From an optimization exercise on the open Yosys and OpenROAD flow, aimed at small area; shortcuts taken in it are not production practice. Function was checked by simulation only, so behaviour that the tests miss may differ from the original. No driver is modelled on the clock port, so clocking that relies on it looks cheaper here than on a real chip. Power is estimated from default activity; no workload was simulated.

==> flow/design.v, too long to show whole: its modules and the start of the top module <==
// module bridge_settings: 73 lines
// module stick_deadzone: 68 lines
// module video_color_out: 484 lines
// module fa_cell: 11 lines
// module xnor_cell: 8 lines
// module ha_cell: 10 lines
// module aoi222_cell: 7 lines
// module aoi22_cell: 7 lines
// module rom_f: 267 lines
// module rom_e: 9 lines
// module rom_d: 267 lines
// module snes_host_top: 54 lines
module snes_host_top
(
  input  logic           clk_74a,
  input  logic           pll_core_locked,
  input  logic [64:0]    bridge_in,
  input  logic [15:0]    cont1_key,
  input  logic [31:0]    cont1_joy,
  input  logic [27:0]    video_in,
  output logic [16:0]    cart_info,
  output logic [14:0]    core_settings,
  output logic           core_reset,
  output logic [31:0]    pad_state,
  output logic [26:0]    video_out
);
  // ...
==> flow/flow/run.sh <==
#!/bin/bash
# Layout: the standard ORFS flow (standard.sh), with three changes to
# how the layout is built:
#  - the port buffers are the smallest buffer cell (buf_1) instead of the
#    flow's default pick;
#  - the clock tree is built from clkbuf_4/clkbuf_8 with no dummy loads,
#    and after CTS a clock buffer with few sinks is set to clkbuf_4
#    (flow/clkresize.tcl);
#  - after floorplan every cell is set to the smallest drive strength of
#    its kind (flow/downsize.tcl); the later repair steps size up where
#    slew, capacitance or timing need it.
# make's full output goes to orfs_make.log here; each ORFS step keeps its
# own log under orfs/logs/.
set -euo pipefail
here=$(pwd)
export BUFFER_PORTS_ARGS="-buffer_cell sky130_fd_sc_hd__buf_1"
export CTS_ARGS="-sink_clustering_enable -repair_clock_nets -dont_use_dummy_load -buf_list {sky130_fd_sc_hd__clkbuf_4 sky130_fd_sc_hd__clkbuf_8} -root_buf sky130_fd_sc_hd__clkbuf_8"
export POST_FLOORPLAN_TCL="$here/flow/downsize.tcl"
export POST_CTS_TCL="$here/flow/clkresize.tcl"
bash standard.sh > orfs_make.log 2>&1
==> flow/flow/clkresize.tcl <==
# Clock tree area: CTS builds the tree from clkbuf_8; a clock buffer that
# drives only a few sinks gets the smaller clkbuf_4 instead (same place,
# a smaller footprint, so placement stays legal).
set db [ord::get_db]
set block [ord::get_db_block]
set max_fanout 9
set swapped 0
foreach inst [$block getInsts] {
  if {[[$inst getMaster] getName] ne "sky130_fd_sc_hd__clkbuf_8"} { continue }
  set fanout -1
  foreach it [$inst getITerms] {
    if {[$it isOutputSignal]} {
      set net [$it getNet]
      if {$net ne "NULL" && $net ne ""} {
        set fanout [expr {[llength [$net getITerms]] - 1}]
      }
    }
  }
  if {$fanout >= 1 && $fanout <= $max_fanout} {
    replace_cell [$inst getName] sky130_fd_sc_hd__clkbuf_4
    incr swapped
  }
}
puts "clkresize: $swapped clock buffers set to clkbuf_4"
==> flow/flow/downsize.tcl <==
# Area recovery after floorplan: give every cell the smallest-area drive
# strength of its own kind (same function and pins). The repair steps that
# follow (repair_design at placement, repair_timing at CTS and global
# route) size up again wherever slew, capacitance or timing need it.
set db [ord::get_db]
set block [ord::get_db_block]
set swapped 0
set saved 0.0
foreach inst [$block getInsts] {
  set master [$inst getMaster]
  set name [$master getName]
  if {![regexp {^(sky130_fd_sc_hd__[a-z0-9]+)_([0-9]+)$} $name -> base drive]} {
    continue
  }
  set cur_area [expr {[$master getWidth] * [$master getHeight]}]
  set best $name
  set best_area $cur_area
  foreach d {0 1 2 3 4 6 8 12 16} {
    set m [$db findMaster ${base}_$d]
    if {$m eq "NULL" || $m eq ""} { continue }
    set a [expr {[$m getWidth] * [$m getHeight]}]
    if {$a < $best_area} {
      set best ${base}_$d
      set best_area $a
    }
  }
  if {$best ne $name} {
    replace_cell [$inst getName] $best
    incr swapped
    set saved [expr {$saved + ($cur_area - $best_area) / 1e6}]
  }
}
puts "downsize: $swapped cells swapped to a smaller drive, [format %.1f $saved] um2 saved"
==> flow/standard.sh <==
#!/bin/bash
# synth_recipe.tcl (not shown) runs the flow's synth.tcl, then flattens the netlist and writes it again
# the make line also repeats each setting of config.mk as NAME=value (left out here)
make -C /OpenROAD-flow-scripts/flow DESIGN_CONFIG=/design/flow/config.mk WORK_HOME=/design/flow/orfs CLKGATE_MAP_FILE= SYNTH_SCRIPT=/design/flow/synth_recipe.tcl "${@:-finish}"
==> flow/config.mk <==
export PLATFORM = sky130hd
export DESIGN_NAME = snes_host_top
export DESIGN_NICKNAME = snes_host_top
export VERILOG_FILES = /design/flow/design.v
export SDC_FILE = /design/flow/constraint.sdc
export NUM_CORES = 4
export LEC_CHECK = 0
export CAP_MARGIN = 20
export CORE_MARGIN = 2
export CORE_UTILIZATION = 40
export SLEW_MARGIN = 20
export SYNTH_HIERARCHICAL = 1
==> flow/constraint.sdc <==
create_clock -name core_clock -period 13.5 [get_ports {clk_74a}]
set_input_delay 2.7000 -clock core_clock [delete_from_list [all_inputs] [get_ports {clk_74a}]]
set_output_delay 2.7000 -clock core_clock [all_outputs]
set_load 0.01 [all_outputs]
==> results.py, run 1 <==
metrics = {
    "power_and_ir_drop": {
        "combinationalPower_uw": 164,
        "p_clk_frac": 0.250,
        "p_int_uw": 492,
        "p_seq_frac": 0.521,
        "irDropWorstVdd_v": 0.0000690,
    },
    "worst_setup_path": {
        "cp.buffers_inverters": 3,
        "worstReg2RegEnd": "u_video_color_out.word_q[6]",
        "critical_path_required_ns": 13.77,
    },
    "final_layout": {
        "num-clock-buffers": 17,
        "layout_common_cells": "buf_1 (193), dfrtp_1 (89), fa_1 (71)",
        "drive_gt1_frac": 0.0937,
        "utilization": 0.456,
        "areaGrowthSynthToFinish_pct": 11.5,
        "final_cell_area_um2": 8530,
    },
    "timing": {
        "final-max-slew-violation-count": 0,
        "worstMarginPinSlew_ns": 1.03,
        "relSlewSlack": 0.304,
        "worst_slack_ns": 2.12,
        "tns_ns": 0,
    },
    "floorplanning": {
        "io_pins": 235,
    },
    "grt": {
        "grt_max_degree": 71,
    },
    "yosys": {
        "ys_top_cells_by_count": "dfrtp_1 (89), fa_1 (71), nand2_1 (66), mux2_2 (46), inv_1 (38)",
        "synthXorXnorAreaFrac": 0.0321,
        "synth_seq_cells": 115,
        "async_reset_ff_frac": 0.791,
    },
    "hold_path": {
        "min_from": "u_video_color_out.word_q[9]",
        "whs_endpoint": "u_video_color_out.word_q[9]",
    },
    "status": {
        "run_status": "timing/DRC/antenna clean",
    },
    "placement": {
        "dpl_cell_area_um2": 8370,
    },
}
==> module video_color_out, before the edit <==
module video_color_out
(
  input  logic            clk_74a,
  input  logic            pll_core_locked,
  input  snes_host_pkg::video_in_t       video_in,
  input  snes_host_pkg::video_settings_t video_settings,
  output snes_host_pkg::video_out_t      video_out
);
  logic        tall_latched;
  logic        de_q;
  logic        hs_q;
  logic        vs_q;
  logic [23:0] word_q;
  logic [7:0]  k;
  logic [7:0]  cr, cg, cb;
  logic [7:0]  out_r, out_g, out_b;
  assign k  = video_settings.color_correction;
  assign cr = video_in.rgb[23:16];
  assign cg = video_in.rgb[15:8];
  assign cb = video_in.rgb[7:0];
  logic [4:0] e_r;
  logic [5:0] d_b;
  rom_e u_rom_e (.c(cr), .e(e_r));
  rom_d u_rom_d (.c(cb), .d(d_b));
  logic [5:0] e_r_s;
  logic e_r_t;
  logic [8:0] d_b_s;
  assign e_r_s[0] = e_r[0] & ~e_r[1];
  assign e_r_s[1] = ~e_r[0] & e_r[1];
  assign e_r_s[2] = e_r[0] & e_r[1];
  assign e_r_s[3] = e_r[2] & ~e_r[3];
  assign e_r_s[4] = ~e_r[2] & e_r[3];
  assign e_r_s[5] = e_r[2] & e_r[3];
  assign d_b_s[0] = d_b[0] & ~d_b[1];
  assign d_b_s[1] = ~d_b[0] & d_b[1];
  assign d_b_s[2] = d_b[0] & d_b[1];
  assign d_b_s[3] = d_b[2] & ~d_b[3];
  assign d_b_s[4] = ~d_b[2] & d_b[3];
  assign d_b_s[5] = d_b[2] & d_b[3];
  assign d_b_s[6] = d_b[4] & ~d_b[5];
  assign d_b_s[7] = ~d_b[4] & d_b[5];
  assign d_b_s[8] = d_b[4] & d_b[5];
  assign e_r_t = e_r[4];
  logic ar_m17;
  logic ar_m18;
  logic ar_m19;
  logic ar_m20;
  logic ar_m21;
  logic ar_m22;
  logic ar_m23;
  logic ar_m24;
  logic ar_m25;
  logic ar_m26;
  logic ar_s211;
  logic ar_s226;
  logic ar_s233;
  logic ar_s246;
  logic ar_s249;
  logic ar_s1;
  logic ar_c2;
  logic ar_s3;
  logic ar_c4;
  logic ar_s5;
  logic ar_c6;
  logic ar_s7;
  logic ar_c8;
  logic ar_s9;
  logic ar_c10;
  logic ar_s11;
  logic ar_c12;
  logic ar_s13;
  logic ar_c14;
  logic ar_s15;
  logic ar_c16;
  logic ar_c56;
  logic ar_s57;
  logic ar_c58;
  logic ar_s60;
  logic ar_c61;
  logic ar_s62;
  logic ar_c63;
  logic ar_s65;
  logic ar_c66;
  logic ar_s67;
  logic ar_c68;
  logic ar_c70;
  logic ar_s71;
  logic ar_c72;
  logic ar_s73;
  logic ar_c74;
  logic ar_s75;
  logic ar_c76;
  logic ar_s78;
  logic ar_c79;
  logic ar_s80;
  logic ar_c81;
  logic ar_s82;
  logic ar_c83;
  logic ar_c85;
  logic ar_s86;
  logic ar_c87;
  logic ar_s88;
  logic ar_c89;
  logic ar_s90;
  logic ar_c91;
  logic ar_c93;
  logic ar_s94;
  logic ar_c95;
  logic ar_s96;
  logic ar_c97;
  logic ar_s98;
  logic ar_c99;
  logic ar_c101;
  logic ar_s102;
  logic ar_c103;
  logic ar_s104;
  logic ar_c105;
  logic ar_s106;
  logic ar_c107;
  logic ar_s108;
  logic ar_c109;
  logic ar_s110;
  logic ar_c111;
  logic ar_s112;
  logic ar_c113;
  logic ar_s114;
  logic ar_c115;
  logic ar_s116;
  logic ar_c117;
  logic ar_s118;
  logic ar_c119;
  logic ar_s120;
  logic ar_c121;
  logic ar_s122;
  logic ar_c123;
  logic ar_s124;
  logic ar_c125;
  logic ar_s126;
  logic ar_c127;
  logic ar_s128;
  logic ar_c129;
  logic ar_s130;
  logic ar_c131;
  logic ar_s132;
  logic ar_c133;
  logic ar_s134;
  logic ar_c135;
  logic ar_s136;
  logic ar_c137;
  logic ar_s138;
  logic ar_c170;
  logic ar_c172;
  logic ar_s173;
  logic ar_c174;
  logic ar_c176;
  logic ar_s177;
  logic ar_c178;
  logic ar_c180;
  logic ar_s181;
  logic ar_c182;
  logic ar_s183;
  logic ar_c184;
  logic ar_c186;
  logic ar_s187;
  logic ar_c188;
  logic ar_s189;
  logic ar_c190;
  logic ar_c192;
  logic ar_s193;
  logic ar_c194;
  logic ar_s195;
  logic ar_c196;
  logic ar_c198;
  logic ar_s199;
  logic ar_c200;
  logic ar_s201;
  logic ar_c202;
  logic ar_c204;
  logic ar_s205;
  logic ar_c206;
  logic ar_s207;
  logic ar_c208;
  logic ar_s209;
  logic ar_c210;
  logic ar_s212;
  logic ar_c213;
  logic ar_s214;
  logic ar_c215;
  logic ar_s216;
  logic ar_c217;
  logic ar_s218;
  logic ar_c219;
  logic ar_s220;
  logic ar_c221;
  logic ar_s222;
  logic ar_c223;
  logic ar_s224;
  logic ar_c225;
  logic ar_s227;
  logic ar_c228;
  logic ar_s229;
  logic ar_c230;
  logic ar_s231;
  logic ar_c232;
  logic ar_s234;
  logic ar_c235;
  logic ar_s236;
  logic ar_c237;
  logic ar_s238;
  logic ar_c239;
  logic ar_s240;
  logic ar_c241;
  logic ar_s242;
  logic ar_c243;
  logic ar_s244;
  logic ar_c245;
  logic ar_s247;
  logic ar_c248;
  logic ar_s250;
  assign ar_m17 = k[0];
  assign ar_m18 = ar_s1;
  assign ar_m19 = ar_s3;
  assign ar_m20 = ar_s5;
  assign ar_m21 = ar_s7;
  assign ar_m22 = ar_s9;
  assign ar_m23 = ar_s11;
  assign ar_m24 = ar_s13;
  assign ar_m25 = ar_s15;
  assign ar_m26 = ar_c16;
  assign ar_s211 = ~ar_s209;
  assign ar_s226 = ~ar_s224;
  assign ar_s233 = ~ar_s231;
  assign ar_s246 = ~ar_s244;
  assign ar_s249 = ~ar_s247;
  ha_cell u_ar_s1 (.a(k[0]), .b(k[1]), .s(ar_s1), .co(ar_c2));
  fa_cell u_ar_s3 (.a(k[1]), .b(k[2]), .ci(ar_c2), .s(ar_s3), .co(ar_c4));
  fa_cell u_ar_s5 (.a(k[2]), .b(k[3]), .ci(ar_c4), .s(ar_s5), .co(ar_c6));
  fa_cell u_ar_s7 (.a(k[3]), .b(k[4]), .ci(ar_c6), .s(ar_s7), .co(ar_c8));
  fa_cell u_ar_s9 (.a(k[4]), .b(k[5]), .ci(ar_c8), .s(ar_s9), .co(ar_c10));
  fa_cell u_ar_s11 (.a(k[5]), .b(k[6]), .ci(ar_c10), .s(ar_s11), .co(ar_c12));
  fa_cell u_ar_s13 (.a(k[6]), .b(k[7]), .ci(ar_c12), .s(ar_s13), .co(ar_c14));
  ha_cell u_ar_s15 (.a(k[7]), .b(ar_c14), .s(ar_s15), .co(ar_c16));
  assign ar_c56 = (~cr[0]) & ar_pp27;
  fa_cell u_ar_s57 (.a((~cr[1])), .b(ar_pp28), .ci(ar_c56), .s(ar_s57), .co(ar_c58));
  fa_cell u_ar_s60 (.a((~cr[2])), .b(ar_pp29), .ci(ar_pp37), .s(ar_s60), .co(ar_c61));
  fa_cell u_ar_s62 (.a(ar_s60), .b(ar_c58), .ci(ar_s57), .s(ar_s62), .co(ar_c63));
  fa_cell u_ar_s65 (.a((~cr[3])), .b(ar_pp30), .ci(ar_pp38), .s(ar_s65), .co(ar_c66));
  fa_cell u_ar_s67 (.a(ar_c61), .b(ar_s65), .ci(ar_c63), .s(ar_s67), .co(ar_c68));
  assign ar_c70 = ar_s62 & ar_s67;
  fa_cell u_ar_s71 (.a((~cr[4])), .b(ar_pp47), .ci(ar_pp31), .s(ar_s71), .co(ar_c72));
  fa_cell u_ar_s73 (.a(ar_pp39), .b(ar_c66), .ci(ar_s71), .s(ar_s73), .co(ar_c74));
  fa_cell u_ar_s75 (.a(ar_s73), .b(ar_c68), .ci(ar_c70), .s(ar_s75), .co(ar_c76));
  fa_cell u_ar_s78 (.a((~cr[5])), .b(ar_pp48), .ci(ar_pp32), .s(ar_s78), .co(ar_c79));
  fa_cell u_ar_s80 (.a(ar_pp40), .b(ar_c72), .ci(ar_s78), .s(ar_s80), .co(ar_c81));
  fa_cell u_ar_s82 (.a(ar_c74), .b(ar_s80), .ci(ar_c76), .s(ar_s82), .co(ar_c83));
  assign ar_c85 = ar_s75 & ar_s82;
  fa_cell u_ar_s86 (.a((~cr[6])), .b(ar_pp49), .ci(ar_pp33), .s(ar_s86), .co(ar_c87));
  fa_cell u_ar_s88 (.a(ar_pp41), .b(ar_c79), .ci(ar_s86), .s(ar_s88), .co(ar_c89));
  fa_cell u_ar_s90 (.a(ar_c81), .b(ar_s88), .ci(ar_c83), .s(ar_s90), .co(ar_c91));
  assign ar_c93 = ar_c85 & ar_s90;
  fa_cell u_ar_s94 (.a((~cr[7])), .b(ar_pp50), .ci(ar_pp34), .s(ar_s94), .co(ar_c95));
  fa_cell u_ar_s96 (.a(ar_pp42), .b(ar_c87), .ci(ar_s94), .s(ar_s96), .co(ar_c97));
  fa_cell u_ar_s98 (.a(ar_c89), .b(ar_s96), .ci(ar_c91), .s(ar_s98), .co(ar_c99));
  assign ar_c101 = ar_c93 & ar_s98;
  fa_cell u_ar_s102 (.a(cr[0]), .b(ar_pp51), .ci(ar_pp35), .s(ar_s102), .co(ar_c103));
  fa_cell u_ar_s104 (.a(ar_pp43), .b(ar_c95), .ci(ar_s102), .s(ar_s104), .co(ar_c105));
  fa_cell u_ar_s106 (.a(ar_c97), .b(ar_s104), .ci(ar_c99), .s(ar_s106), .co(ar_c107));
  xnor_cell u_ar_s108 (.a(ar_c101), .b(ar_s106), .y(ar_s108));
  assign ar_c109 = ar_c101 | ar_s106;
  fa_cell u_ar_s110 (.a(cr[1]), .b(ar_pp52), .ci(ar_pp36), .s(ar_s110), .co(ar_c111));
  fa_cell u_ar_s112 (.a(ar_pp44), .b(ar_c103), .ci(ar_s110), .s(ar_s112), .co(ar_c113));
  fa_cell u_ar_s114 (.a(ar_c105), .b(ar_s112), .ci(ar_c107), .s(ar_s114), .co(ar_c115));
  xnor_cell u_ar_s116 (.a(ar_c109), .b(ar_s114), .y(ar_s116));
  assign ar_c117 = ar_c109 | ar_s114;
  fa_cell u_ar_s118 (.a(cr[2]), .b(ar_pp53), .ci(ar_pp45), .s(ar_s118), .co(ar_c119));
  fa_cell u_ar_s120 (.a(ar_c111), .b(ar_s118), .ci(ar_c113), .s(ar_s120), .co(ar_c121));
  fa_cell u_ar_s122 (.a(ar_s120), .b(ar_c115), .ci(ar_c117), .s(ar_s122), .co(ar_c123));
  fa_cell u_ar_s124 (.a(cr[3]), .b(ar_pp54), .ci(ar_pp46), .s(ar_s124), .co(ar_c125));
  fa_cell u_ar_s126 (.a(ar_c119), .b(ar_s124), .ci(ar_c121), .s(ar_s126), .co(ar_c127));
  xnor_cell u_ar_s128 (.a(ar_s126), .b(ar_c123), .y(ar_s128));
  assign ar_c129 = ar_s126 | ar_c123;
  fa_cell u_ar_s130 (.a(cr[4]), .b(ar_c125), .ci(ar_c127), .s(ar_s130), .co(ar_c131));
  xnor_cell u_ar_s132 (.a(ar_s130), .b(ar_c129), .y(ar_s132));
  assign ar_c133 = ar_s130 | ar_c129;
  fa_cell u_ar_s134 (.a(cr[5]), .b(ar_c131), .ci(ar_c133), .s(ar_s134), .co(ar_c135));
  xnor_cell u_ar_s136 (.a(cr[6]), .b(ar_c135), .y(ar_s136));
  assign ar_c137 = cr[6] | ar_c135;
  assign ar_s138 = ~(cr[7] ^ ar_c137);
  assign ar_c170 = cb[0] & ar_pp140;
  assign ar_c172 = (cb[1] & ar_pp141) | (ar_c170 & (cb[1] | ar_pp141));
  fa_cell u_ar_s173 (.a(cb[2]), .b(ar_pp142), .ci(ar_pp150), .s(ar_s173), .co(ar_c174));
  assign ar_c176 = ar_s173 | ar_c172;
  fa_cell u_ar_s177 (.a(cb[3]), .b(ar_pp143), .ci(ar_pp151), .s(ar_s177), .co(ar_c178));
  assign ar_c180 = (ar_c174 & ar_s177) | (ar_c176 & (ar_c174 | ar_s177));
  fa_cell u_ar_s181 (.a(cb[4]), .b(ar_pp144), .ci(ar_pp152), .s(ar_s181), .co(ar_c182));
  fa_cell u_ar_s183 (.a(ar_pp160), .b(ar_c178), .ci(ar_s181), .s(ar_s183), .co(ar_c184));
  assign ar_c186 = ar_s183 | ar_c180;
  fa_cell u_ar_s187 (.a(cb[5]), .b(ar_pp145), .ci(ar_pp153), .s(ar_s187), .co(ar_c188));
  fa_cell u_ar_s189 (.a(ar_pp161), .b(ar_c182), .ci(ar_s187), .s(ar_s189), .co(ar_c190));
  assign ar_c192 = (ar_c184 & ar_s189) | (ar_c186 & (ar_c184 | ar_s189));
  fa_cell u_ar_s193 (.a(cb[6]), .b(ar_pp146), .ci(ar_pp154), .s(ar_s193), .co(ar_c194));
  fa_cell u_ar_s195 (.a(ar_pp162), .b(ar_c188), .ci(ar_s193), .s(ar_s195), .co(ar_c196));
  assign ar_c198 = (ar_c190 & ar_s195) | (ar_c192 & (ar_c190 | ar_s195));
  fa_cell u_ar_s199 (.a(cb[7]), .b(ar_pp147), .ci(ar_pp155), .s(ar_s199), .co(ar_c200));
  fa_cell u_ar_s201 (.a(ar_pp163), .b(ar_c194), .ci(ar_s199), .s(ar_s201), .co(ar_c202));
  assign ar_c204 = (ar_c196 & ar_s201) | (ar_c198 & (ar_c196 | ar_s201));
  fa_cell u_ar_s205 (.a((~cb[0])), .b(ar_pp148), .ci(ar_pp156), .s(ar_s205), .co(ar_c206));
  fa_cell u_ar_s207 (.a(ar_pp164), .b(ar_c200), .ci(ar_s205), .s(ar_s207), .co(ar_c208));
  fa_cell u_ar_s209 (.a(ar_c202), .b(ar_s207), .ci(ar_c204), .s(ar_s209), .co(ar_c210));
  fa_cell u_ar_s212 (.a((~cb[1])), .b(ar_pp149), .ci(ar_pp157), .s(ar_s212), .co(ar_c213));
  fa_cell u_ar_s214 (.a(ar_pp165), .b(ar_c206), .ci(ar_s212), .s(ar_s214), .co(ar_c215));
  fa_cell u_ar_s216 (.a(ar_c208), .b(ar_s214), .ci(ar_c210), .s(ar_s216), .co(ar_c217));
  ha_cell u_ar_s218 (.a(ar_s209), .b(ar_s216), .s(ar_s218), .co(ar_c219));
  fa_cell u_ar_s220 (.a((~cb[2])), .b(ar_pp158), .ci(ar_pp166), .s(ar_s220), .co(ar_c221));
  fa_cell u_ar_s222 (.a(ar_c213), .b(ar_s220), .ci(ar_c215), .s(ar_s222), .co(ar_c223));
  fa_cell u_ar_s224 (.a(ar_s222), .b(ar_c217), .ci(ar_c219), .s(ar_s224), .co(ar_c225));
  fa_cell u_ar_s227 (.a((~cb[3])), .b(ar_pp159), .ci(ar_pp167), .s(ar_s227), .co(ar_c228));
  fa_cell u_ar_s229 (.a(ar_c221), .b(ar_s227), .ci(ar_c223), .s(ar_s229), .co(ar_c230));
  fa_cell u_ar_s231 (.a(ar_s229), .b(ar_c225), .ci(ar_s224), .s(ar_s231), .co(ar_c232));
  fa_cell u_ar_s234 (.a((~cb[4])), .b(ar_pp168), .ci(ar_c228), .s(ar_s234), .co(ar_c235));
  fa_cell u_ar_s236 (.a(ar_s234), .b(ar_c230), .ci(ar_c232), .s(ar_s236), .co(ar_c237));
  ha_cell u_ar_s238 (.a(ar_s231), .b(ar_s236), .s(ar_s238), .co(ar_c239));
  fa_cell u_ar_s240 (.a((~cb[5])), .b(ar_c235), .ci(ar_c237), .s(ar_s240), .co(ar_c241));
  ha_cell u_ar_s242 (.a(ar_c239), .b(ar_s240), .s(ar_s242), .co(ar_c243));
  fa_cell u_ar_s244 (.a((~cb[6])), .b(ar_c241), .ci(ar_c243), .s(ar_s244), .co(ar_c245));
  fa_cell u_ar_s247 (.a((~cb[7])), .b(ar_c245), .ci(ar_s244), .s(ar_s247), .co(ar_c248));
  assign ar_s250 = ar_c248 ^ ar_s247;
  logic ar_pp27;
  logic ar_pp28;
  logic ar_pp29;
  logic ar_pp30;
  logic ar_pp31;
  logic ar_pp32;
  logic ar_pp33;
  logic ar_pp34;
  logic ar_pp35;
  logic ar_pp36;
  logic ar_pp37;
  logic ar_pp38;
  logic ar_pp39;
  logic ar_pp40;
  logic ar_pp41;
  logic ar_pp42;
  logic ar_pp43;
  logic ar_pp44;
  logic ar_pp45;
  logic ar_pp46;
  logic ar_pp47;
  logic ar_pp48;
  logic ar_pp49;
  logic ar_pp50;
  logic ar_pp51;
  logic ar_pp52;
  logic ar_pp53;
  logic ar_pp54;
  logic ar_pp140;
  logic ar_pp141;
  logic ar_pp142;
  logic ar_pp143;
  logic ar_pp144;
  logic ar_pp145;
  logic ar_pp146;
  logic ar_pp147;
  logic ar_pp148;
  logic ar_pp149;
  logic ar_pp150;
  logic ar_pp151;
  logic ar_pp152;
  logic ar_pp153;
  logic ar_pp154;
  logic ar_pp155;
  logic ar_pp156;
  logic ar_pp157;
  logic ar_pp158;
  logic ar_pp159;
  logic ar_pp160;
  logic ar_pp161;
  logic ar_pp162;
  logic ar_pp163;
  logic ar_pp164;
  logic ar_pp165;
  logic ar_pp166;
  logic ar_pp167;
  logic ar_pp168;
  assign ar_pp27 = ~((e_r_s[0] & k[0]) | (e_r_s[2] & ar_m17));
  aoi222_cell u_ar_pp28 (.a1(e_r_s[0]), .a2(k[1]), .b1(e_r_s[1]), .b2(k[0]), .c1(e_r_s[2]), .c2(ar_m18), .y(ar_pp28));
  aoi222_cell u_ar_pp29 (.a1(e_r_s[0]), .a2(k[2]), .b1(e_r_s[1]), .b2(k[1]), .c1(e_r_s[2]), .c2(ar_m19), .y(ar_pp29));
  aoi222_cell u_ar_pp30 (.a1(e_r_s[0]), .a2(k[3]), .b1(e_r_s[1]), .b2(k[2]), .c1(e_r_s[2]), .c2(ar_m20), .y(ar_pp30));
  aoi222_cell u_ar_pp31 (.a1(e_r_s[0]), .a2(k[4]), .b1(e_r_s[1]), .b2(k[3]), .c1(e_r_s[2]), .c2(ar_m21), .y(ar_pp31));
  aoi222_cell u_ar_pp32 (.a1(e_r_s[0]), .a2(k[5]), .b1(e_r_s[1]), .b2(k[4]), .c1(e_r_s[2]), .c2(ar_m22), .y(ar_pp32));
  aoi222_cell u_ar_pp33 (.a1(e_r_s[0]), .a2(k[6]), .b1(e_r_s[1]), .b2(k[5]), .c1(e_r_s[2]), .c2(ar_m23), .y(ar_pp33));
  aoi222_cell u_ar_pp34 (.a1(e_r_s[0]), .a2(k[7]), .b1(e_r_s[1]), .b2(k[6]), .c1(e_r_s[2]), .c2(ar_m24), .y(ar_pp34));
  assign ar_pp35 = ~((e_r_s[1] & k[7]) | (e_r_s[2] & ar_m25));
  assign ar_pp36 = ~(e_r_s[2] & ar_m26);
  assign ar_pp37 = ~((e_r_s[3] & k[0]) | (e_r_s[5] & ar_m17));
  aoi222_cell u_ar_pp38 (.a1(e_r_s[3]), .a2(k[1]), .b1(e_r_s[4]), .b2(k[0]), .c1(e_r_s[5]), .c2(ar_m18), .y(ar_pp38));
  aoi222_cell u_ar_pp39 (.a1(e_r_s[3]), .a2(k[2]), .b1(e_r_s[4]), .b2(k[1]), .c1(e_r_s[5]), .c2(ar_m19), .y(ar_pp39));
  aoi222_cell u_ar_pp40 (.a1(e_r_s[3]), .a2(k[3]), .b1(e_r_s[4]), .b2(k[2]), .c1(e_r_s[5]), .c2(ar_m20), .y(ar_pp40));
  aoi222_cell u_ar_pp41 (.a1(e_r_s[3]), .a2(k[4]), .b1(e_r_s[4]), .b2(k[3]), .c1(e_r_s[5]), .c2(ar_m21), .y(ar_pp41));
  aoi222_cell u_ar_pp42 (.a1(e_r_s[3]), .a2(k[5]), .b1(e_r_s[4]), .b2(k[4]), .c1(e_r_s[5]), .c2(ar_m22), .y(ar_pp42));
  aoi222_cell u_ar_pp43 (.a1(e_r_s[3]), .a2(k[6]), .b1(e_r_s[4]), .b2(k[5]), .c1(e_r_s[5]), .c2(ar_m23), .y(ar_pp43));
  aoi222_cell u_ar_pp44 (.a1(e_r_s[3]), .a2(k[7]), .b1(e_r_s[4]), .b2(k[6]), .c1(e_r_s[5]), .c2(ar_m24), .y(ar_pp44));
  assign ar_pp45 = ~((e_r_s[4] & k[7]) | (e_r_s[5] & ar_m25));
  assign ar_pp46 = ~(e_r_s[5] & ar_m26);
  assign ar_pp47 = ~(e_r_t & k[0]);
  assign ar_pp48 = ~(e_r_t & k[1]);
  assign ar_pp49 = ~(e_r_t & k[2]);
  assign ar_pp50 = ~(e_r_t & k[3]);
  assign ar_pp51 = ~(e_r_t & k[4]);
  assign ar_pp52 = ~(e_r_t & k[5]);
  assign ar_pp53 = ~(e_r_t & k[6]);
  assign ar_pp54 = ~(e_r_t & k[7]);
  assign ar_pp140 = ~((d_b_s[0] & k[0]) | (d_b_s[2] & ar_m17));
  aoi222_cell u_ar_pp141 (.a1(d_b_s[0]), .a2(k[1]), .b1(d_b_s[1]), .b2(k[0]), .c1(d_b_s[2]), .c2(ar_m18), .y(ar_pp141));
  aoi222_cell u_ar_pp142 (.a1(d_b_s[0]), .a2(k[2]), .b1(d_b_s[1]), .b2(k[1]), .c1(d_b_s[2]), .c2(ar_m19), .y(ar_pp142));
  aoi222_cell u_ar_pp143 (.a1(d_b_s[0]), .a2(k[3]), .b1(d_b_s[1]), .b2(k[2]), .c1(d_b_s[2]), .c2(ar_m20), .y(ar_pp143));
  aoi222_cell u_ar_pp144 (.a1(d_b_s[0]), .a2(k[4]), .b1(d_b_s[1]), .b2(k[3]), .c1(d_b_s[2]), .c2(ar_m21), .y(ar_pp144));
  aoi222_cell u_ar_pp145 (.a1(d_b_s[0]), .a2(k[5]), .b1(d_b_s[1]), .b2(k[4]), .c1(d_b_s[2]), .c2(ar_m22), .y(ar_pp145));
  aoi222_cell u_ar_pp146 (.a1(d_b_s[0]), .a2(k[6]), .b1(d_b_s[1]), .b2(k[5]), .c1(d_b_s[2]), .c2(ar_m23), .y(ar_pp146));
  aoi222_cell u_ar_pp147 (.a1(d_b_s[0]), .a2(k[7]), .b1(d_b_s[1]), .b2(k[6]), .c1(d_b_s[2]), .c2(ar_m24), .y(ar_pp147));
  assign ar_pp148 = ~((d_b_s[1] & k[7]) | (d_b_s[2] & ar_m25));
  assign ar_pp149 = ~(d_b_s[2] & ar_m26);
  assign ar_pp150 = ~((d_b_s[3] & k[0]) | (d_b_s[5] & ar_m17));
  aoi222_cell u_ar_pp151 (.a1(d_b_s[3]), .a2(k[1]), .b1(d_b_s[4]), .b2(k[0]), .c1(d_b_s[5]), .c2(ar_m18), .y(ar_pp151));
  aoi222_cell u_ar_pp152 (.a1(d_b_s[3]), .a2(k[2]), .b1(d_b_s[4]), .b2(k[1]), .c1(d_b_s[5]), .c2(ar_m19), .y(ar_pp152));
  aoi222_cell u_ar_pp153 (.a1(d_b_s[3]), .a2(k[3]), .b1(d_b_s[4]), .b2(k[2]), .c1(d_b_s[5]), .c2(ar_m20), .y(ar_pp153));
  aoi222_cell u_ar_pp154 (.a1(d_b_s[3]), .a2(k[4]), .b1(d_b_s[4]), .b2(k[3]), .c1(d_b_s[5]), .c2(ar_m21), .y(ar_pp154));
  aoi222_cell u_ar_pp155 (.a1(d_b_s[3]), .a2(k[5]), .b1(d_b_s[4]), .b2(k[4]), .c1(d_b_s[5]), .c2(ar_m22), .y(ar_pp155));
  aoi222_cell u_ar_pp156 (.a1(d_b_s[3]), .a2(k[6]), .b1(d_b_s[4]), .b2(k[5]), .c1(d_b_s[5]), .c2(ar_m23), .y(ar_pp156));
  aoi222_cell u_ar_pp157 (.a1(d_b_s[3]), .a2(k[7]), .b1(d_b_s[4]), .b2(k[6]), .c1(d_b_s[5]), .c2(ar_m24), .y(ar_pp157));
  assign ar_pp158 = ~((d_b_s[4] & k[7]) | (d_b_s[5] & ar_m25));
  assign ar_pp159 = ~(d_b_s[5] & ar_m26);
  assign ar_pp160 = ~(d_b_s[6] & k[0]);
  assign ar_pp161 = ~((d_b_s[6] & k[1]) | (d_b_s[7] & k[0]));
  assign ar_pp162 = ~((d_b_s[6] & k[2]) | (d_b_s[7] & k[1]));
  assign ar_pp163 = ~((d_b_s[6] & k[3]) | (d_b_s[7] & k[2]));
  assign ar_pp164 = ~((d_b_s[6] & k[4]) | (d_b_s[7] & k[3]));
  assign ar_pp165 = ~((d_b_s[6] & k[5]) | (d_b_s[7] & k[4]));
  assign ar_pp166 = ~((d_b_s[6] & k[6]) | (d_b_s[7] & k[5]));
  assign ar_pp167 = ~((d_b_s[6] & k[7]) | (d_b_s[7] & k[6]));
  assign ar_pp168 = ~(d_b_s[7] & k[7]);
  assign out_r = {ar_s138, ar_s136, ar_s134, ar_s132, ar_s128, ar_s122, ar_s116, ar_s108};
  assign out_b = {~(ar_s249 & ar_s250), ~(ar_s246 & ar_s250), ~(ar_s242 & ar_s250), ~(ar_s238 & ar_s250), ~(ar_s233 & ar_s250), ~(ar_s226 & ar_s250), ~(ar_s218 & ar_s250), ~(ar_s211 & ar_s250)};
  logic [8:0] g_gt;
  logic [7:0] g_nm;
  logic [7:0] g_z;
  assign g_nm    = ~(k & {8{cg[7]}});
  assign g_gt[0] = 1'b0;
  for (genvar i = 0; i < 8; i++) begin : g_cmp
    assign g_gt[i + 1] = (cg[i] & g_nm[i]) | (g_gt[i] & (cg[i] | g_nm[i]));
  end
  assign g_z[0] = g_gt[8];
  for (genvar i = 1; i < 8; i++) begin : g_dec
    assign g_z[i] = g_z[i - 1] & ~cg[i - 1];
  end
  assign out_g = cg ^ g_z;
  always_ff @(posedge clk_74a or negedge pll_core_locked) begin
    if (!pll_core_locked) begin
      tall_latched <= 1'b0;
      de_q         <= 1'b0;
      hs_q         <= 1'b0;
      vs_q         <= 1'b0;
    end else begin
      de_q <= video_in.de;
      hs_q <= video_in.hs;
      vs_q <= video_in.vs;
      if (video_in.vs && !vs_q) begin
        tall_latched <= video_in.tall_frame;
      end
    end
  end
  logic        word_hold;
  logic        word_ctrl;
  logic [23:0] ctrl_word;
  assign word_hold = ~video_in.de & ~de_q;
  assign word_ctrl = ~video_in.de & de_q;
  assign ctrl_word = {9'd0, ~tall_latched, video_settings.square_pixels, 13'd0};
  always_ff @(posedge clk_74a) begin
    word_q <= ({24{video_in.de}} & {out_r, out_g, out_b}) |
              ({24{word_ctrl}} & ctrl_word) |
              ({24{word_hold}} & word_q);
  end
  assign video_out = {vs_q, hs_q, de_q, word_q};
endmodule
==> run 2, diff against run 1 <==
--- a/flow/design.v
+++ b/flow/design.v
@@ -698,8 +698,18 @@
   assign word_ctrl = ~video_in.de & de_q;
   assign ctrl_word = {9'd0, ~tall_latched, video_settings.square_pixels, 13'd0};
+  logic [23:0] word_d;
+  logic [23:0] pix_word;
+  assign pix_word = {out_r, out_g, out_b};
+  for (genvar i = 0; i < 24; i++) begin : g_word
+    if (i == 13 || i == 14) begin : g_ctrl
+      assign word_d[i] = (video_in.de & pix_word[i]) | (word_ctrl & ctrl_word[i]) |
+                         (word_hold & word_q[i]);
+    end else begin : g_pix
+      ao22_cell u_word_ao (.a1(video_in.de), .a2(pix_word[i]), .b1(word_hold), .b2(word_q[i]),
+                           .y(word_d[i]));
+    end
+  end
   always_ff @(posedge clk_74a) begin
-    word_q <= ({24{video_in.de}} & {out_r, out_g, out_b}) |
-              ({24{word_ctrl}} & ctrl_word) |
-              ({24{word_hold}} & word_q);
+    word_q <= word_d;
   end
   assign video_out = {vs_q, hs_q, de_q, word_q};
@@ -724,4 +734,11 @@
   assign y = ~(a ^ b);
 endmodule
+module ao22_cell
+(
+  input  logic a1, a2, b1, b2,
+  output logic y
+);
+  assign y = (a1 & a2) | (b1 & b2);
+endmodule
 module ha_cell
 (
==> run 2 against run 1 <==
  * Still clean
  * First-iteration DRC count fell by 15%
  * Via count rose by 0.14%
  * Synthesized cell count is 4.4% lower
  * Hold slack better by 0.0034 ns
  * Worst setup slack lost 0.025 ns
  * Sequential share of layout area shrank 0.080 points
  * Total power is 2.2% higher
  * Combinational power is 7% higher
  * Die area is 0.44% lower
  * Maximum frequency shrank 0.22%
  * Largest cell class unchanged
==> results.py, run 2 <==
metrics = {
    "status": {
        "run_status": "timing/DRC/antenna clean",
    },
    "worst_setup_path": {
        "worst_path_max_delay_cell": "fa_1",
        "rrSetupSlack_ns": 3.37,
        "reg2reg_from": "u_bridge_settings.video_settings[1]",
        "worst_path_largest_cell_delay_ns": 0.53,
        "worstReg2RegEnd": "u_video_color_out.word_q[6]",
        "crit_arrival_ns": 11.69,
        "startpoint_type": "primary input",
        "cp_common_cell": "fa_1",
        "path_class": "in2reg",
        "endpoint_kind": "flip-flop",
        "path_max_fanout": 12,
        "r2r_cells": 26,
        "crit_start": "video_in[18]",
        "critical_path_required_ns": 13.79,
    },
    "floorplanning": {
        "die_h_um": 142,
        "io_pins": 235,
        "fp-row-count": 50,
        "core_area_um2": 18700,
        "dieWidth_um": 142,
        "start_util": 0.407,
        "die_area_um2": 20200,
    },
    "yosys": {
        "synthTopCellsByArea": "dfrtp_1 (29%), fa_1 (19%), dfxtp_1 (6.3%)",
        "ys_top_cells_by_count": "dfrtp_1 (89), fa_1 (71), nand2_1 (46), mux2_2 (42), inv_1 (41)",
        "post-synth-top-count-cell": "dfrtp_1",
        "avgSynthCellArea_um2": 12.0,
        "synth_seq_cells": 115,
        "synth.distinct_cells": 73,
        "synth_top_flop_cell": "dfrtp_1",
        "ys_warn_count": 11,
        "synth-edff-count": 0,
        "netlist.area_leader.share": 0.292,
        "async_reset_ff_frac": 0.791,
        "syn_inst": 634,
        "yosysTopAreaCell": "dfrtp_1",
        "postSynthNetCount": 866,
        "netlist_area_um2": 7610,
        "yosysSeqAreaShare": 0.362,
    },
    "placement": {
        "numPortBuffers": 194,
        "dpl_cell_area_um2": 8390,
        "dp_hpwl_mm": 14.6,
        "routabilityCongestion": 0.854,
        "dp_cells": 1051,
    },
    "routing": {
        "ant_nets": 0,
        "firstDrtPassIters": 8,
        "via_per_inst": 5.50,
        "vias": 5873,
        "route.detailed.drc": 0,
        "wl_mm": 19.3,
        "wl_per_cell_um": 18.0,
        "drt_iter0_markers": 424,
    },
    "final_layout": {
        "layout_commonest_cell": "buf_1",
        "regMostFlops": "u_stick_deadzone.pad_state",
        "areaGrowthSynthToFinish_pct": 12.3,
        "final_cell_area_um2": 8550,
        "largest_reg_flops": 32,
        "top_regs": "u_stick_deadzone.pad_state (32), u_video_color_out.word_q (24), u_bridge_settings.cart_info (17)",
        "n_antenna_cell": 0,
        "final_cells": 1068,
        "nets": 1068,
        "drive_gt1_frac": 0.0983,
        "layout_common_cells": "buf_1 (193), dfrtp_1 (89), fa_1 (71)",
    },
    "grt": {
        "grt-ovfl-total": 0,
        "antenna_found_initial": 0,
        "grt_pass1_wl_mm": 31.4,
        "grt_max_degree": 58,
        "track_usage": 0.201,
        "grt_pass1_vias": 6145,
    },
    "power_and_ir_drop": {
        "p_leak_nw": 3.44,
        "powerDensity_nw_per_um2": 85.4,
        "p_total_uw": 731,
        "irDropWorstVdd_v": 0.0000613,
    },
    "timing": {
        "finalSetupViolations": 0,
        "fmax_mhz": 87.7,
        "tns_ns": 0,
        "relSlewSlack": 0.322,
        "rsz0062_at_grt": "no",
        "final-max-slew-violation-count": 0,
        "fin_crit_sh": 0.845,
        "hold_viol": 0,
        "skew_ns": 0.0329,
        "fin_crit_ns": 11.41,
        "worstMarginPinSlew_ns": 1.01,
    },
    "hold_path": {
        "whs_endpoint": "u_bridge_settings.pulse_cnt[0]",
        "holdPathStages": 1,
        "min_from": "u_bridge_settings.pulse_cnt[0]",
        "hp-class": "reg2reg",
    },
    "job": {
        "cap_violations": 0,
    },
    "clock_network": {
        "clk_pin_slew_ns": 0.08,
        "clock_latency_ns": 0.41,
        "cts_tree": "built",
        "clkSinkCount": 115,
    },
}
==> run 2: where the power goes <==
group / switching [mW] / total [mW] / internal (mW)
registers: 0.00893 / 0.373 / 0.364
clock network: 0.112 / 0.183 / 0.0710
logic: 0.107 / 0.175 / 0.0682
==> run 2: metal layers <==
metal	vias to the layer above	track usage	wire length, um
li1	2715	-	-
met1	2889	0.253	7980
met2	235	0.339	9510
met3	34	0.0542	1360
met4	0	0.0647	426
met5	-	0	0
==> run 2: stage by stage <==
stage,hold WS [ns],util,worst slack [ns]
2_1_floorplan,0.432,-,2.42
3_3_place_gp,0.454,0.448,1.72
3_5_place_dp,0.455,0.448,1.66
5_1_grt,0.495,0.457,1.70
6_report,0.463,0.457,2.09
==> run 2: critical path: cells and delay by family <==
family                     cells  cell delay (ns)
AOI/OAI and AO/OA              4             0.90
and+or+nand+nor                6             1.87
xor gates and xnor gates       1             0.07
buffers and inverters          3             0.36
adders and majority gates     14             5.77
==> run 2: modules after synthesis (local to each module, per instance), a selection <==
module           area, um^2  times used  flops+latches
stick_deadzone         1170           1             32
rom_f                   246           1              0
video_color_out        1460           1             28
xnor_cell              8.76           5              0
fa_cell                20.0          70              0
ha_cell                12.5           5              0
aoi222_cell            10.0          28              0
==> run 2: worst max-delay path by stage <==
stage / end / slack, ns / depth (start not counted)
after floorplan: u_video_color_out.word_q[23] / 2.42 / 28
after global placement: u_video_color_out.word_q[23] / 1.72 / 28
after detailed placement: u_video_color_out.word_q[23] / 1.66 / 28
after global routing: u_video_color_out.word_q[23] / 1.70 / 28
final: u_video_color_out.word_q[23] / 2.09 / 28
==> run 2: cell families (layout without fill, tap and decap cells) <==
logic type               after synthesis  in the layout  share of synthesized area
XOR/XNOR                              28             28                     0.0322
buffers and inverters                 57            257                     0.0320
multiplexers                          51             51                     0.0792
flip-flops                           115            115                      0.362
adder cells (fa/ha/maj)               94             94                      0.223
AND/OR/NAND/NOR                      160            160                      0.130
AO/OA/AOI/OAI                        129            129                      0.140
==> run 2: final cells by class <==
class	count	area, um^2
repair buffers	199	769
clock buffers	17	153
fillers	1785	10200
well taps	234	293
multi-input cells	462	4420
flip-flops and latches	115	2760
inverters	41	154
==> module bridge_settings, before the edit <==
module bridge_settings
(
  input  logic            clk_74a,
  input  logic            pll_core_locked,
  input  snes_host_pkg::bridge_wr_t      bridge_in,
  output snes_host_pkg::cart_info_t      cart_info,
  output snes_host_pkg::core_settings_t  core_settings,
  output snes_host_pkg::video_settings_t video_settings,
  output logic [7:0]      deadzone,
  output logic            core_reset
);
  logic                   reset_hit;
  logic       wr_base;
  logic [3:0] a_hi;
  logic [3:0] a_lo;
  logic       hi0, hi1, hi2, hi4, hi8;
  logic       lo0, lo1, lo2, lo3, lo4;
  assign wr_base = bridge_in.wr && (bridge_in.addr[31:10] == '0) &&
                   (bridge_in.addr[1:0] == '0);
  assign a_hi = bridge_in.addr[9:6];
  assign a_lo = bridge_in.addr[5:2];
  assign hi0  = wr_base && (a_hi == 4'h0);
  assign hi1  = wr_base && (a_hi == 4'h1);
  assign hi2  = wr_base && (a_hi == 4'h2);
  assign hi4  = wr_base && (a_hi == 4'h4);
  assign hi8  = wr_base && (a_hi == 4'h8);
  assign lo0  = (a_lo == 4'h0);
  assign lo1  = (a_lo == 4'h1);
  assign lo2  = (a_lo == 4'h2);
  assign lo3  = (a_lo == 4'h3);
  assign lo4  = (a_lo == 4'h4);
  assign reset_hit = hi1 && lo4;    
  always_ff @(posedge clk_74a or negedge pll_core_locked) begin
    if (!pll_core_locked) begin
      cart_info      <= '0;
      core_settings  <= '0;
      video_settings <= '0;
      deadzone       <= '0;
    end else begin
      if (hi0 && lo1) cart_info.rom_size <= bridge_in.data[3:0];         
      if (hi0 && lo2) cart_info.rom_type <= bridge_in.data[7:0];         
      if (hi0 && lo3) cart_info.ram_size <= bridge_in.data[3:0];         
      if (hi0 && lo4) cart_info.pal <= bridge_in.data[0];                
      if (hi2 && lo0) core_settings.cpu_turbo <= bridge_in.data[0];      
      if (hi2 && lo1) core_settings.gsu_turbo <= bridge_in.data[0];      
      if (hi4 && lo0) core_settings.multitap <= bridge_in.data[0];       
      if (hi4 && lo1) begin                                              
        core_settings.lightgun      <= bridge_in.data[0];
        core_settings.lightgun_type <= bridge_in.data[1];
        core_settings.mouse         <= bridge_in.data[2];
      end
      if (hi4 && lo2) core_settings.aim_speed <= bridge_in.data[7:0];    
      if (hi4 && lo3) deadzone <= bridge_in.data[7:0];                   
      if (hi8 && lo0) video_settings.square_pixels <= bridge_in.data[0]; 
      if (hi8 && lo1) core_settings.blend <= bridge_in.data[0];          
      if (hi8 && lo2) video_settings.color_correction <= bridge_in.data[7:0];  
    end
  end
  logic       pulse_on;
  logic [4:0] pulse_cnt;
  logic       pulse_run;
  assign pulse_run = pulse_on && !reset_hit;
  always_ff @(posedge clk_74a or negedge pll_core_locked) begin
    if (!pll_core_locked) begin
      pulse_on  <= 1'b0;
      pulse_cnt <= '0;
    end else begin
      pulse_on  <= reset_hit || (pulse_on && (pulse_cnt != 5'd31));
      pulse_cnt <= (pulse_cnt + 1'b1) & {5{pulse_run}};
    end
  end
  assign core_reset = pulse_on;
endmodule
==> run 3, diff against run 2 <==
--- a/flow/design.v
+++ b/flow/design.v
@@ -90,23 +90,12 @@
 );
   logic                   reset_hit;
-  logic       wr_base;
-  logic [3:0] a_hi;
-  logic [3:0] a_lo;
   logic       hi0, hi1, hi2, hi4, hi8;
   logic       lo0, lo1, lo2, lo3, lo4;
-  assign wr_base = bridge_in.wr && (bridge_in.addr[31:10] == '0) &&
-                   (bridge_in.addr[1:0] == '0);
-  assign a_hi = bridge_in.addr[9:6];
-  assign a_lo = bridge_in.addr[5:2];
-  assign hi0  = wr_base && (a_hi == 4'h0);
-  assign hi1  = wr_base && (a_hi == 4'h1);
-  assign hi2  = wr_base && (a_hi == 4'h2);
-  assign hi4  = wr_base && (a_hi == 4'h4);
-  assign hi8  = wr_base && (a_hi == 4'h8);
-  assign lo0  = (a_lo == 4'h0);
-  assign lo1  = (a_lo == 4'h1);
-  assign lo2  = (a_lo == 4'h2);
-  assign lo3  = (a_lo == 4'h3);
-  assign lo4  = (a_lo == 4'h4);
+  addr_decode u_addr_decode (
+    .wr  (bridge_in.wr),
+    .addr(bridge_in.addr),
+    .hi  ({hi8, hi4, hi2, hi1, hi0}),
+    .lo  ({lo4, lo3, lo2, lo1, lo0})
+  );
   assign reset_hit = hi1 && lo4;    
   always_ff @(posedge clk_74a or negedge pll_core_locked) begin
@@ -142,13 +131,38 @@
   always_ff @(posedge clk_74a or negedge pll_core_locked) begin
     if (!pll_core_locked) begin
-      pulse_on  <= 1'b0;
-      pulse_cnt <= '0;
+      pulse_on <= 1'b0;
     end else begin
-      pulse_on  <= reset_hit || (pulse_on && (pulse_cnt != 5'd31));
-      pulse_cnt <= (pulse_cnt + 1'b1) & {5{pulse_run}};
+      pulse_on <= reset_hit || (pulse_on && (pulse_cnt != 5'd31));
     end
   end
+  always_ff @(posedge clk_74a) begin
+    pulse_cnt <= (pulse_cnt + 1'b1) & {5{pulse_run}};
+  end
   assign core_reset = pulse_on;
 endmodule
+module addr_decode
+(
+  input  logic        wr,
+  input  logic [31:0] addr,
+  output logic [4:0]  hi,
+  output logic [4:0]  lo
+);
+  logic       wr_base;
+  logic [3:0] a_hi;
+  logic [3:0] a_lo;
+  assign wr_base = wr && (addr[31:10] == '0) && (addr[1:0] == '0);
+  assign a_hi = addr[9:6];
+  assign a_lo = addr[5:2];
+  assign hi[0] = wr_base && (a_hi == 4'h0);
+  assign hi[1] = wr_base && (a_hi == 4'h1);
+  assign hi[2] = wr_base && (a_hi == 4'h2);
+  assign hi[3] = wr_base && (a_hi == 4'h4);
+  assign hi[4] = wr_base && (a_hi == 4'h8);
+  assign lo[0] = (a_lo == 4'h0);
+  assign lo[1] = (a_lo == 4'h1);
+  assign lo[2] = (a_lo == 4'h2);
+  assign lo[3] = (a_lo == 4'h3);
+  assign lo[4] = (a_lo == 4'h4);
+endmodule
 import snes_host_pkg::*;
 module stick_deadzone
--- a/flow/flow/run.sh
+++ b/flow/flow/run.sh
@@ -5,6 +5,6 @@
 #    flow's default pick;
 #  - the clock tree is built from clkbuf_4/clkbuf_8 with no dummy loads,
-#    and after CTS a clock buffer with few sinks is set to clkbuf_4
-#    (flow/clkresize.tcl);
+#    and after CTS the root and every clock buffer with few sinks are set
+#    to clkbuf_4 (flow/clkresize.tcl);
 #  - after floorplan every cell is set to the smallest drive strength of
 #    its kind (flow/downsize.tcl); the later repair steps size up where
--- a/flow/flow/clkresize.tcl
+++ b/flow/flow/clkresize.tcl
@@ -1,8 +1,9 @@
 # Clock tree area: CTS builds the tree from clkbuf_8; a clock buffer that
-# drives only a few sinks gets the smaller clkbuf_4 instead (same place,
-# a smaller footprint, so placement stays legal).
+# drives only a few sinks (up to 10 flip-flops, or the root, whose loads
+# are the leaf buffers) gets the smaller clkbuf_4 instead (same place, a
+# smaller footprint, so placement stays legal).
 set db [ord::get_db]
 set block [ord::get_db_block]
-set max_fanout 9
+set max_fanout 10
 set swapped 0
 foreach inst [$block getInsts] {
@@ -17,5 +18,6 @@
     }
   }
-  if {$fanout >= 1 && $fanout <= $max_fanout} {
+  set is_root [string match "clkbuf_0_*" [$inst getName]]
+  if {$is_root || ($fanout >= 1 && $fanout <= $max_fanout)} {
     replace_cell [$inst getName] sky130_fd_sc_hd__clkbuf_4
     incr swapped
--- a/flow/config.mk
+++ b/flow/config.mk
@@ -6,7 +6,7 @@
 export NUM_CORES = 4
 export LEC_CHECK = 0
-export CAP_MARGIN = 20
+export CAP_MARGIN = 0
 export CORE_MARGIN = 2
 export CORE_UTILIZATION = 40
-export SLEW_MARGIN = 20
+export SLEW_MARGIN = 0
 export SYNTH_HIERARCHICAL = 1
==> run 3 against run 2 <==
  * Via count shrank 0.90%
  * Utilization grew 1.0 points
  * Register-to-register slack improved by 0.05 ns
  * Critical path type unchanged
==> results.py, run 3 <==
metrics = {
    "yosys": {
        "avgSynthCellArea_um2": 11.7,
        "synthMuxAreaShare": 0.0773,
        "ys_warn_count": 11,
        "netlist.area_leader.share": 0.284,
        "yosysTopAreaCell": "dfrtp_1",
        "synth.distinct_cells": 70,
        "synth-edff-count": 0,
        "ys_top_cells_by_count": "dfrtp_1 (84), fa_1 (71), nand2_1 (57), mux2_2 (50), inv_1 (39)",
        "synth-adder-area-share": 0.230,
        "yosysSeqAreaShare": 0.369,
        "synthXorXnorAreaFrac": 0.0331,
        "postSynthNetCount": 865,
        "synth_compound_gate_area_share": 0.143,
        "yosys.area_share.simple": 0.118,
        "async_reset_ff_frac": 0.748,
        "post-synth-top-count-cell": "dfrtp_1",
        "synth_top_flop_cell": "dfrtp_1",
        "synth_seq_cells": 115,
        "netlist_area_um2": 7410,
        "synth_top_family_by_area": "adder cells",
        "synthTopCellsByArea": "dfrtp_1 (28%), fa_1 (19%), dfxtp_1 (7.8%)",
        "syn_inst": 633,
    },
    "routing": {
        "ant_nets": 0,
        "vias": 5820,
        "firstDrtPassIters": 23,
        "via_per_inst": 5.47,
        "wl_mm": 19.3,
        "wl_per_cell_um": 18.2,
        "drt_iter0_markers": 411,
        "route.detailed.drc": 0,
    },
    "clock_network": {
        "clock_latency_ns": 0.52,
        "clk_pin_slew_ns": 0.08,
        "clkSinkCount": 115,
        "cts_tree": "built",
    },
    "floorplanning": {
        "start_util": 0.410,
        "fp-row-count": 49,
        "die_area_um2": 19600,
        "io_pins": 235,
        "dieWidth_um": 140,
        "core_area_um2": 18100,
        "die_h_um": 140,
    },
    "final_layout": {
        "top_regs": "u_stick_deadzone.pad_state (32), u_video_color_out.word_q (24), u_bridge_settings.cart_info (17)",
        "nets": 1069,
        "layout_common_cells": "buf_1 (193), dfrtp_1 (84), fa_1 (71)",
        "utilization": 0.467,
        "largest_reg_flops": 32,
        "final_cells": 1064,
        "final_cell_area_um2": 8450,
        "n_antenna_cell": 0,
        "regMostFlops": "u_stick_deadzone.pad_state",
        "drive_gt1_frac": 0.102,
        "fill_cells": 1728,
        "layout_commonest_cell": "buf_1",
        "areaGrowthSynthToFinish_pct": 14.0,
    },
    "timing": {
        "skew_ns": 0.0225,
        "relSlewSlack": 0.457,
        "fmax_mhz": 88.8,
        "final-max-slew-violation-count": 0,
        "fin_crit_sh": 0.835,
        "rsz0062_at_grt": "no",
        "tns_ns": 0,
        "worstMarginPinSlew_ns": 0.807,
        "fin_crit_ns": 11.27,
        "hold_viol": 0,
        "worst_slack_ns": 2.23,
        "hold_slack_ns": 0.459,
        "finalSetupViolations": 0,
    },
    "placement": {
        "dp_hpwl_mm": 14.6,
        "numPortBuffers": 194,
        "dpl_cell_area_um2": 8310,
        "routabilityCongestion": 0.852,
        "dp_cells": 1047,
        "pre_cts_ws_ns": 1.74,
    },
    "hold_path": {
        "min_from": "u_bridge_settings.pulse_cnt[0]",
        "holdPathStages": 1,
        "whs_endpoint": "u_bridge_settings.pulse_cnt[0]",
        "hp-class": "reg2reg",
    },
    "grt": {
        "grt-ovfl-total": 0,
        "track_usage": 0.204,
        "antenna_found_initial": 1,
        "grt_pass1_vias": 6027,
        "grt_max_degree": 53,
        "grt_pass1_wl_mm": 31.5,
    },
    "worst_setup_path": {
        "path_max_fanout": 12,
        "r2r_cells": 26,
        "critical_path_required_ns": 13.89,
        "reg2reg_from": "u_bridge_settings.video_settings[1]",
        "endpoint_kind": "flip-flop",
        "rrSetupSlack_ns": 3.42,
        "worstReg2RegEnd": "u_video_color_out.word_q[0]",
        "path_class": "in2reg",
        "startpoint_type": "primary input",
        "crit_arrival_ns": 11.66,
    },
    "job": {
        "cap_violations": 0,
    },
    "power_and_ir_drop": {
        "irDropWorstVdd_v": 0.0000704,
        "p_leak_nw": 3.42,
        "p_total_uw": 730,
        "powerDensity_nw_per_um2": 86.3,
    },
    "status": {
        "run_status": "timing/DRC/antenna clean",
    },
}
[run 3: layout make-up]
cell class,instances,area [um^2],share of cell area
Inverter,39,146,0.0173
Tap cell,229,287,0.0339
Sequential cell,115,2740,0.324
Multi-Input combinational cell,465,4370,0.517
Timing Repair Buffer,199,769,0.0910
Clock buffer,17,146,0.0173
[run 3: layer usage]
layer | share of wire | vias to the layer above | global-route usage
li1 | - | 2703 | -
met1 | 0.41 | 2842 | 0.261
met2 | 0.49 | 261 | 0.341
met3 | 0.085 | 14 | 0.0677
met4 | 0.0095 | 0 | 0.0441
met5 | 0 | - | 0
[run 3: how the worst max path moves through the flow]
stage | start | to | slack, ns | cells after the start
after floorplan | video_in[18] | u_video_color_out.word_q[23] | 2.42 | 28
after global placement | video_in[18] | u_video_color_out.word_q[23] | 1.77 | 28
after detailed placement | video_in[18] | u_video_color_out.word_q[23] | 1.74 | 28
after global routing | video_in[18] | u_video_color_out.word_q[23] | 1.87 | 28
final | video_in[18] | u_video_color_out.word_q[23] | 2.23 | 28
[run 3: cell families after synthesis]
family          count (synthesis)
buf+inv                        53
flops                         115
compound gates                128
xor+xnor                       28
fa+ha+maj                      94
simple gates                  164
mux                            51
[run 3: report_power, final]
part | internal [mW] | switching (mW) | total (mW)
clock network | 0.0667 | 0.115 | 0.181
logic | 0.0684 | 0.108 | 0.176
registers | 0.363 | 0.00880 | 0.372
total | 0.498 | 0.231 | 0.730
[run 3: modules after synthesis, one instance, submodules excluded, a selection]
module | flip-flops and latches | times used
video_color_out | 28 | 1
stick_deadzone | 32 | 1
rom_f | 0 | 1
addr_decode | 0 | 1
rom_d | 0 | 1
fa_cell | 0 | 70
ha_cell | 0 | 5
aoi222_cell | 0 | 28
xnor_cell | 0 | 5
[run 3: worst max-delay path: stages]
cell and delay (ns):
buf_1 0.24, maj3_1 0.43, or3_1 0.33, a311o_1 0.35, o211ai_1 0.09, ha_1 0.20
inv_1 0.06, fa_1 0.48, inv_1 0.06, and2_1 0.26, a222oi_1 0.43, fa_1 0.51
fa_1 0.45, fa_1 0.42, and2_1 0.16, fa_1 0.38, fa_1 0.39, fa_1 0.39
fa_1 0.40, fa_1 0.40, fa_1 0.47, or3_1 0.40, fa_1 0.42, or3_1 0.40
fa_1 0.41, nor2_1 0.13, xnor2_1 0.08, a22o_1 0.20
==> run 4, diff against run 3 <==
--- a/flow/config.mk
+++ b/flow/config.mk
@@ -6,7 +6,7 @@
 export NUM_CORES = 4
 export LEC_CHECK = 0
-export CAP_MARGIN = 0
+export CAP_MARGIN = 20
 export CORE_MARGIN = 2
 export CORE_UTILIZATION = 40
-export SLEW_MARGIN = 0
+export SLEW_MARGIN = 20
 export SYNTH_HIERARCHICAL = 1
==> run 4 against run 3 <==
  * Synthesized cell count is the same
  * Sequential power is essentially flat
  * Maximum frequency is the same
  * Sequential share of layout area is the same
  * Combinational power is essentially flat
  * Clock power is essentially flat
  * Synthesized area is the same
  * Worst setup slack is the same
  * Clock skew is the same
  * Critical path depth is the same
  * Design area is the same
  * Register-to-register slack is essentially flat
  * Critical endpoint unchanged
  * Largest cell class unchanged
==> results.py, run 4 <==
metrics = {
    "status": {
        "run_status": "timing/DRC/antenna clean",
    },
    "timing": {
        "fin_crit_sh": 0.835,
        "fmax_mhz": 88.8,
        "rsz0062_at_grt": "no",
        "fin_crit_ns": 11.27,
        "skew_ns": 0.0225,
        "worst_slack_ns": 2.23,
        "relSlewSlack": 0.457,
        "worstMarginPinSlew_ns": 0.807,
        "hold_viol": 0,
        "tns_ns": 0,
        "finalSetupViolations": 0,
        "final-max-slew-violation-count": 0,
    },
    "clock_network": {
        "clock_latency_ns": 0.52,
        "clk_pin_slew_ns": 0.08,
        "cts_tree": "built",
        "clkSinkCount": 115,
    },
    "yosys": {
        "yosysSeqAreaShare": 0.369,
        "post-synth-top-count-cell": "dfrtp_1",
        "yosysTopAreaCell": "dfrtp_1",
        "synth.distinct_cells": 70,
        "synth_seq_cells": 115,
        "ys_top_cells_by_count": "dfrtp_1 (84), fa_1 (71), nand2_1 (57), mux2_2 (50), inv_1 (39)",
        "async_reset_ff_frac": 0.748,
        "ys_warn_count": 11,
        "syn_inst": 633,
        "postSynthNetCount": 865,
        "avgSynthCellArea_um2": 11.7,
        "synthTopCellsByArea": "dfrtp_1 (28%), fa_1 (19%), dfxtp_1 (7.8%)",
        "netlist_area_um2": 7410,
        "synth-edff-count": 0,
        "netlist.area_leader.share": 0.284,
        "synth_top_flop_cell": "dfrtp_1",
    },
    "worst_setup_path": {
        "startpoint_type": "primary input",
        "critical_path_required_ns": 13.89,
        "path_class": "in2reg",
        "worst_path_max_delay_cell": "fa_1",
        "path_max_fanout": 12,
        "cp_common_cell": "fa_1",
        "worst_path_largest_cell_delay_ns": 0.51,
        "r2r_cells": 26,
        "crit_arrival_ns": 11.66,
        "endpoint_kind": "flip-flop",
    },
    "routing": {
        "firstDrtPassIters": 23,
        "wl_per_cell_um": 18.2,
        "via_per_inst": 5.47,
        "ant_nets": 0,
        "route.detailed.drc": 0,
        "wl_mm": 19.3,
        "vias": 5820,
        "drt_iter0_markers": 411,
    },
    "final_layout": {
        "nets": 1069,
        "largest_reg_flops": 32,
        "regMostFlops": "u_stick_deadzone.pad_state",
        "n_antenna_cell": 0,
        "final_cell_area_um2": 8450,
        "areaGrowthSynthToFinish_pct": 14.0,
        "fill_cells": 1728,
        "drive_gt1_frac": 0.102,
        "layout_commonest_cell": "buf_1",
        "final_cells": 1064,
        "layout_common_cells": "buf_1 (193), dfrtp_1 (84), fa_1 (71)",
        "top_regs": "u_stick_deadzone.pad_state (32), u_video_color_out.word_q (24), u_bridge_settings.cart_info (17)",
    },
    "power_and_ir_drop": {
        "powerDensity_nw_per_um2": 86.3,
        "p_leak_nw": 3.42,
        "irDropWorstVdd_v": 0.0000704,
    },
    "grt": {
        "track_usage": 0.204,
        "grt-ovfl-total": 0,
        "antenna_found_initial": 1,
        "grt_pass1_vias": 6027,
        "grt_max_degree": 53,
        "grt_pass1_wl_mm": 31.5,
    },
    "placement": {
        "dp_cells": 1047,
        "numPortBuffers": 194,
        "dp_hpwl_mm": 14.6,
        "pre_cts_ws_ns": 1.74,
        "dpl_cell_area_um2": 8310,
        "routabilityCongestion": 0.852,
    },
    "floorplanning": {
        "dieWidth_um": 140,
        "core_area_um2": 18100,
        "fp-row-count": 49,
        "io_pins": 235,
        "die_h_um": 140,
        "die_area_um2": 19600,
        "start_util": 0.410,
    },
    "hold_path": {
        "hp-class": "reg2reg",
        "holdPathStages": 1,
    },
    "job": {
        "cap_violations": 0,
    },
}
[run 4: Yosys stat by module, one instance, submodules excluded, a selection]
module,cells inside,cell area (um^2)
xnor_cell,1,8.76
bridge_settings,133,2060
fa_cell,1,20.0
rom_e,14,120
aoi222_cell,1,10.0
ha_cell,1,12.5
stick_deadzone,92,1170
rom_f,37,246
addr_decode,26,194
video_color_out,175,1460
rom_d,26,178
ao22_cell,1,8.76
[run 4: worst paths after layout]
path,start,to,slack (ns)
min in group asynchronous,pll_core_locked,u_stick_deadzone.pad_state[30],2.17
max,video_in[18],u_video_color_out.word_q[23],2.23
min reg2reg,u_bridge_settings.pulse_cnt[0],u_bridge_settings.pulse_cnt[0],0.46
max in group asynchronous,pll_core_locked,u_bridge_settings.video_settings[8],10.30
min,u_bridge_settings.pulse_cnt[0],u_bridge_settings.pulse_cnt[0],0.46
max reg2reg,u_bridge_settings.video_settings[1],u_video_color_out.word_q[0],3.42
[run 4: per-stage QoR]
step | hold slack, ns | utilization | power [mW]
2_1_floorplan | 0.418 | - | 0.490
3_3_place_gp | 0.435 | 0.459 | 0.554
3_5_place_dp | 0.453 | 0.459 | 0.555
5_1_grt | 0.494 | 0.467 | 0.779
6_report | 0.459 | 0.467 | 0.730
[run 4: cells by family after synthesis]
group,count (synthesis),share of synthesized area
buf+inv,53,0.0307
xor+xnor,28,0.0331
compound gates,128,0.143
flops,115,0.369
simple gates,164,0.118
fa+ha+maj,94,0.230
mux,51,0.0773
[run 4: cell type report]
type	instances	area, um^2	share of cell area
multi-input cells	465	4370	0.517
flip-flops and latches	115	2740	0.324
repair buffers	199	769	0.0910
well taps	229	287	0.0339
clock buffers	17	146	0.0173
inverters	39	146	0.0173
[run 4: where the power goes]
| group | switching (mW) | internal [mW] | total, mW | leakage [nW] |
|---|---|---|---|---|
| Combinational | 0.108 | 0.0684 | 0.176 | 1.97 |
| Clock | 0.115 | 0.0667 | 0.181 | 0.0860 |
| Sequential | 0.00880 | 0.363 | 0.372 | 1.36 |
| Total | 0.231 | 0.498 | 0.730 | 3.42 |
[run 4: critical path: cells and delay by family]
kind / cells / cell delay (ns)
buffers and inverters: 3 / 0.36
XOR/XNOR: 1 / 0.08
AO/OA/AOI/OAI: 4 / 1.07
adder cells (fa/ha/maj): 14 / 5.75
AND/OR/NAND/NOR: 6 / 1.68
[run 4: routing by layer]
metal / GRT usage / routed length (um)
met5: 0 / 0
met4: 0.0441 / 184
met3: 0.0677 / 1650
met2: 0.341 / 9540
met1: 0.261 / 7970

-- static timing again, ports no longer ideal --
No port has a modelled driver above. Below, the same layouts with a new extraction and two added sets of constraints. Step 1 (the two cells are an assumption about what drives the block):
set clk [get_ports {clk_74a}]
set_driving_cell -lib_cell sky130_fd_sc_hd__clkbuf_16 $clk
set_driving_cell -lib_cell sky130_fd_sc_hd__buf_2 [delete_from_list [all_inputs] $clk]
Step 2 moves the port delays by t, midway between the first and last clock arrival at a register: inputs arrive t later, outputs are due t later. That takes back most of the time a late clock gives input paths. Slacks: ideal ports / drivers / drivers and shift; pairs: ideal ports / drivers.
run	shift t [ns]	setup slack, ns	worst setup path at the end	worst data-port slew with drivers (ns)	pins driven straight from the clock port
run 1	0.416	2.120 / 2.133 / 1.716	input to register	0.05	1
run 2	0.433	2.095 / 2.111 / 1.677	input to register	0.05	1
run 3	0.542	2.233 / 2.244 / 1.703	input to register	0.11	1
run 4	0.542	2.233 / 2.244 / 1.703	input to register	0.11	1
After both steps setup and hold are still met in every run listed.
